This design comes from an exercise in tuning for small area, a short achievable clock period and few clock cycles per item on the open sky130 flow, not from production work.
Function was checked by simulation only, so behaviour that the tests miss may differ from the original.

==> flow/design.v (excerpt) <==
module heater_pid_duty_control_unit (
    input  logic                                 clk,
    input  logic                                 rst_n,
    input  logic                                 cfg_we,
    input  logic [hpdc_pkg::CFG_ADDR_W-1:0]      cfg_addr,
    input  logic [hpdc_pkg::CFG_DATA_W-1:0]      cfg_wdata,
    input  logic                                 s_tvalid,
    output logic                                 s_tready,
    input  logic [hpdc_pkg::IN_DATA_W-1:0]       s_tdata,
    output logic                                 m_tvalid,
    input  logic                                 m_tready,
    output logic [hpdc_pkg::OUT_DATA_W-1:0]      m_tdata
);
For scale: roughly 3,400 cells after synthesis.
clock: 19.0 ns
lec_check: 0
cap_margin: 20
core_margin: 2
core_utilization: 40
cts_cluster_diameter: 100
cts_cluster_size: 24
slew_margin: 20
standard.sh (not shown) runs the stock make flow with config.mk's settings and CLKGATE_MAP_FILE= SYNTH_SCRIPT=/design/flow/synth_recipe.tcl, a recipe that flattens the netlist after the stock synthesis.
==> flow/flow/run.sh <==
#!/bin/bash
# Layout: the standard flow (standard.sh: the standard flow's synthesis and ORFS from floorplan to
# finish, at the design's clock period and constraints), with two changes in how the layout is
# made: the port buffers are buf_4 cells instead of the default delay-buffer choice, and the
# resizer's timing repair aims for 14 ns of setup slack at the 19 ns clock, so that it sizes the
# slowest paths as for a 5 ns clock. make's full output goes to standard.log; each ORFS step
# keeps its own log under orfs/logs/.
export BUFFER_PORTS_ARGS="-buffer_cell sky130_fd_sc_hd__buf_4"
export SETUP_SLACK_MARGIN=14.0
export CTS_ARGS="-sink_clustering_enable -repair_clock_nets -sink_clustering_size 24 -sink_clustering_max_diameter 100 -sink_clustering_levels 1"
bash standard.sh > standard.log 2>&1
Testbench counts at the start, summed over its fixed seeds: cycles 24,040, items 24,000.
Change:
==> flow/flow/run.sh (replaced) <==
#!/bin/bash
# Layout: the standard flow (standard.sh: the standard flow's synthesis and ORFS from floorplan to
# finish, at the design's clock period and constraints), with three changes in how the layout
# is made:
# - synthesis skips Yosys's early "abc -fast" (SYNTH_ARGS=-noabc), so that the full adders of
#   the generated adder tree are extracted as written, without polarity inverters between them
#   (the registers are the same as the standard synthesis's);
# - the port buffers are buf_4 cells instead of the default delay-buffer choice;
# - the resizer's timing repair aims for 14 ns of setup slack at the 19 ns clock, so that it
#   sizes the slowest paths as for a 5 ns clock.
# make's full output goes to standard.log; each ORFS step keeps its own log under orfs/logs/.
export SYNTH_ARGS="-noabc"
export BUFFER_PORTS_ARGS="-buffer_cell sky130_fd_sc_hd__buf_4"
export SETUP_SLACK_MARGIN=14.0
bash standard.sh > standard.log 2>&1
What happened: Core utilization went down by 0.37 points. Global-route usage decreases by 0.23 points. Non-clock buffer count went down by 24. Sequential share of layout area rises by 0.61 points. Die area came out lower by 2.2%. Routed wire length drops by 2.9%. Setup slack gets worse by 14 ps.
Change:
==> flow/flow/run.sh (replaced) <==
#!/bin/bash
# Layout: the standard flow (standard.sh: the standard flow's synthesis and ORFS from floorplan to
# finish, at the design's clock period and constraints), with two changes in how the layout is
# made: the port buffers are buf_4 cells instead of the default delay-buffer choice, and the
# resizer's timing repair aims for 13.9 ns of setup slack at the 19 ns clock, so that it sizes the
# slowest paths as for a 5.1 ns clock. make's full output goes to standard.log; each ORFS step
# keeps its own log under orfs/logs/.
export BUFFER_PORTS_ARGS="-buffer_cell sky130_fd_sc_hd__buf_4"
export SETUP_SLACK_MARGIN=13.9
bash standard.sh > standard.log 2>&1
Outcome: The changed run finished with timing, DRC and antenna clean. Synthesized area rises by 2.2%. Via count goes up by 3.4%. Worst hold slack gets worse by 3.6 ps. Worst setup slack degrades by 54 ps. Die area goes up by 2.2%. Design area increases by 2.0%. Routed wire length is higher by 1.9%. Fmax decreases by 1.1%.
Change:
--- a/flow/flow/run.sh
+++ b/flow/flow/run.sh
@@ -5,2 +5,2 @@
-# resizer's timing repair aims for 13.9 ns of setup slack at the 19 ns clock, so that it sizes the
-# slowest paths as for a 5.1 ns clock. make's full output goes to standard.log; each ORFS step
+# resizer's timing repair aims for 14 ns of setup slack at the 19 ns clock, so that it sizes the
+# slowest paths as for a 5 ns clock. make's full output goes to standard.log; each ORFS step
@@ -9 +9,2 @@
-export SETUP_SLACK_MARGIN=13.9
+export SETUP_SLACK_MARGIN=14.0
+export CTS_ARGS="-sink_clustering_enable -repair_clock_nets -sink_clustering_size 24 -sink_clustering_max_diameter 100 -num_static_layers 1"
What happened:
- area after synthesis is unchanged
- worst setup slack improved by 65 ps
- routed wire length went up by 0.99%
- critical path depth went down by 11

afterwards: timing with drivers on the ports:
How much do the figures lean on ideal ports? The routed layouts below were timed once more, with nothing changed but the port constraints. Step 1: set_driving_cell puts a clkbuf_16 on clk and a buf_2 on each other input, an assumption about the parent block. Step 2 moves the port delays by t, midway between the first and last clock arrival at a register: inputs arrive t later, outputs are due t later. That takes back most of the time a late clock gives input paths. a / b / c = no drivers / after step 1 / after step 2; a / b = the first two.
run | t (ns) | setup slack, ns | worst setup path at the end | clock arrival spread, ns | cell pins on the clock port's net
the first run | 0.616 | 14.087 / 14.030 / 13.578 | input to register | 0.018 / 0.018 | 1
the second run | 0.627 | 14.074 / 14.013 / 13.504 | input to register | 0.023 / 0.023 | 1
the third run | 0.625 | 14.020 / 14.006 / 13.584 | input to register | 0.041 / 0.040 | 1
the fourth run | 0.621 | 14.085 / 14.026 / 13.586 | input to register | 0.016 / 0.016 | 1
After both steps setup and hold are still met in every run listed. The setup slack of the second run, which loses most, moves by -0.061 ns with the drivers and by -0.570 ns with both steps.
